From an optimization exercise on the open Yosys and OpenROAD flow, aimed at a short achievable clock period and few clock cycles; shortcuts taken in it are not production practice.
Function was checked by simulation only, so behaviour that the tests miss may differ from the original.
Power is estimated from default activity; no workload was simulated.

== run 1 ==
## lc4_core
module lc4_core (
   input  logic                   gwe,
   input  logic                   i_rst_n,
   output logic [16-1:0] o_imem_addr,
   input  logic [16-1:0] i_imem_data,
   output logic [16-1:0] o_dmem_addr,
   output logic                   o_dmem_we,
   output logic [16-1:0] o_dmem_wdata,
   input  logic [16-1:0] i_dmem_rdata,
   output logic                   o_wb_valid,
   output logic [16-1:0] o_wb_pc,
   output logic [16-1:0] o_wb_insn,
   output logic                   o_wb_we,
   output lc4_pipe_pkg::rsel_t                  o_wb_wsel,
   output logic [16-1:0] o_wb_data,
   output lc4_pipe_pkg::stall_t                 o_wb_stall
);
Settings: LEC_CHECK=0, CAP_MARGIN=20, CORE_MARGIN=2, CORE_UTILIZATION=40, PLACE_DENSITY=0.6, SETUP_SLACK_MARGIN=2.8, SLEW_MARGIN=20; clock period 5.3 ns.
run.sh (not shown) runs the stock make flow with config.mk's settings and CLKGATE_MAP_FILE= SYNTH_SCRIPT=/design/flow/synth_recipe.tcl, a recipe that flattens the netlist after the stock synthesis.
Testbench counts of run 1, summed over its fixed seeds: cycles 8,861.
The inputs of run 2 differ from those of run 1 as listed below.
diff --git a/flow/design.v b/flow/design.v
--- a/flow/design.v
+++ b/flow/design.v
@@ -218,40 +218,36 @@
       else          p_blo = p_immv[H-1:0];
    end
    logic [W-1:0] p_next;
    logic [9:0]   p_lo;
    logic         p_inc, p_dec;
    assign p_next = pc_q + W'(1);
-   lc4_add #(.N(9)) u_add_tgt (.i_a(pc_q[8:0]), .i_b(iw[8:0]), .i_c(1'b1),
-                               .o_sum(p_lo[8:0]), .o_c(p_lo[9]));
+   assign p_lo   = {1'b0, pc_q[8:0]} + {1'b0, iw[8:0]} + 10'd1;
    assign p_inc  = p_lo[9] && !iw[8];       
    assign p_dec  = !p_lo[9] && iw[8];       
    logic [2:0] p_knzp;
    assign p_knzp = iw[8] ? 3'b100 : (iw[8:0] == 9'd0) ? 3'b010 : 3'b001;
-   logic p_exact, p_unk_a, p_unk_b, p_chk_a, p_chk_b, p_taken;
+   logic p_exact, p_chk_a, p_chk_b, p_taken;
    logic [2:0] p_nzp;
    always_comb begin
-      p_unk_a = 1'b0;      
-      p_unk_b = 1'b0;      
+      p_chk_a = 1'b0;      
+      p_chk_b = 1'b0;      
       p_nzp   = nzp;
       if (a_alu_v) begin
          if (a_const)  p_nzp = a_knzp;
-         else          p_unk_b = p_mask != 3'b111;
+         else          p_chk_b = p_mask != 3'b111;
          if (!a_const) p_nzp = 3'b111;
       end else if (b_alu_v) begin
          if (b_const)  p_nzp = b_knzp;
-         else          p_unk_a = p_mask != 3'b111;
+         else          p_chk_a = p_mask != 3'b111;
          if (!b_const) p_nzp = 3'b111;
       end
-      p_exact = !(p_unk_a || p_unk_b);
-      p_chk_a = p_unk_a && p_br;
-      p_chk_b = p_unk_b && p_br;
-      p_taken = p_valid && (p_op == 4'h0) &&
-                ((iw[11] && (p_exact ? p_nzp[2] : iw[8])) ||
-                 (iw[10] && (p_exact ? p_nzp[1] : iw[8])) ||
-                 (iw[9]  && (p_exact ? p_nzp[0] : iw[8])));
+      p_chk_a = p_chk_a && p_br;
+      p_chk_b = p_chk_b && p_br;
+      p_exact = !(p_chk_a || p_chk_b);
+      p_taken = p_valid && p_brm && (p_exact ? |(p_mask & p_nzp) : iw[8]);
    end
    logic a_act, a_mis, b_act, b_mis;
    logic [W-1:0] a_target;
    logic [6:0]   a_hi;
    assign a_hi     = a_inc ? a_pc[W-1:9] + 7'd1 : a_dec ? a_pc[W-1:9] - 7'd1 : a_pc[W-1:9];
    assign a_target = {a_hi, a_tlo};
@@ -263,26 +259,18 @@
    assign a_wait = a_valid && (a_pa || a_pb);
    logic p_go, a_go;
    assign p_go = p_valid && !a_wait && !a_mis && !b_mis;
    assign a_go = a_valid && !a_wait && !b_mis;
    logic [6:0] fix_hi;
    assign fix_hi = fix_inc ? pc_q[W-1:9] + 7'd1 : pc_q[W-1:9] - 7'd1;
-   logic         pc_use_alt;
-   logic [W-1:0] pc_alt;
-   always_comb begin
-      pc_use_alt = b_mis || a_mis || fix_q || a_wait;
-      if (b_mis)       pc_alt = b_act ? b_target : b_next;
-      else if (a_mis)  pc_alt = a_act ? a_target : a_next;
-      else if (fix_q)  pc_alt = {fix_hi, pc_q[8:0]};
-      else             pc_alt = pc_q;
-   end
    always_ff @(posedge gwe) begin
       if (!i_rst_n)        pc_q <= 16'h8200;
-      else if (pc_use_alt) pc_q <= pc_alt;
-      else if (p_taken)    pc_q <= {pc_q[W-1:9], p_lo[8:0]};
-      else                 pc_q <= p_next;
+      else if (b_mis)      pc_q <= b_act ? b_target : b_next;
+      else if (a_mis)      pc_q <= a_act ? a_target : a_next;
+      else if (fix_q)      pc_q <= {fix_hi, pc_q[8:0]};
+      else if (!a_wait)    pc_q <= p_taken ? {pc_q[W-1:9], p_lo[8:0]} : p_next;
    end
    always_ff @(posedge gwe) begin
       if (!i_rst_n) begin
          fix_q <= 1'b0;
       end else begin
          fix_q <= p_go && p_taken && (p_inc || p_dec);
Notes after the runs:
The global-route usage reported for run 2 is smaller than that of run 1 by 0.97 points.
The number of logic inverters in the finished layout of run 2 exceeds that of run 1 by 3.
[compare] base=run 1 new=run 2: area used by sequential logic in the layout ~0 delta, power per cell area increased 1.3%.
Run 1 -> run 2: worst-case clock skew flat
The post-placement setup slack of run 2 is lower than that of run 1.
Testbench counts of run 2, summed over its fixed seeds: cycles 8,861.

-- afterwards: timing with drivers on the ports --
The results above use ideal ports. As a check the final layouts listed here were re-extracted and re-timed, cells and wires unchanged.
Step 1 (the two cells are an assumption about what drives the block):
set clk [get_ports {gwe}]
set_driving_cell -lib_cell sky130_fd_sc_hd__clkbuf_16 $clk
set_driving_cell -lib_cell sky130_fd_sc_hd__buf_2 [delete_from_list [all_inputs] $clk]
Step 2 times the ports against the registers' clock, not the clock port: input delays grow and output delays shrink by t, the midpoint of the rising clock arrivals with the driver on.
Slacks: ideal / step 1 / step 2; pairs: ideal / step 1.
run | t (ns) | setup WS [ns] | hold slack, ns | clock arrival spread, ns | cell pins on the clock port's net
run 1 | 0.671 | 2.483 / 2.483 / 1.899 | 0.309 / 0.309 / 0.309 | 0.030 / 0.029 | 1
run 2 | 0.661 | 2.523 / 2.503 / 1.843 | 0.316 / 0.316 / 0.316 | 0.031 / 0.031 | 1
After both steps setup and hold are still met in every run listed. The setup slack of run 2, which loses most, moves by -0.020 ns with the drivers and by -0.680 ns with both steps.
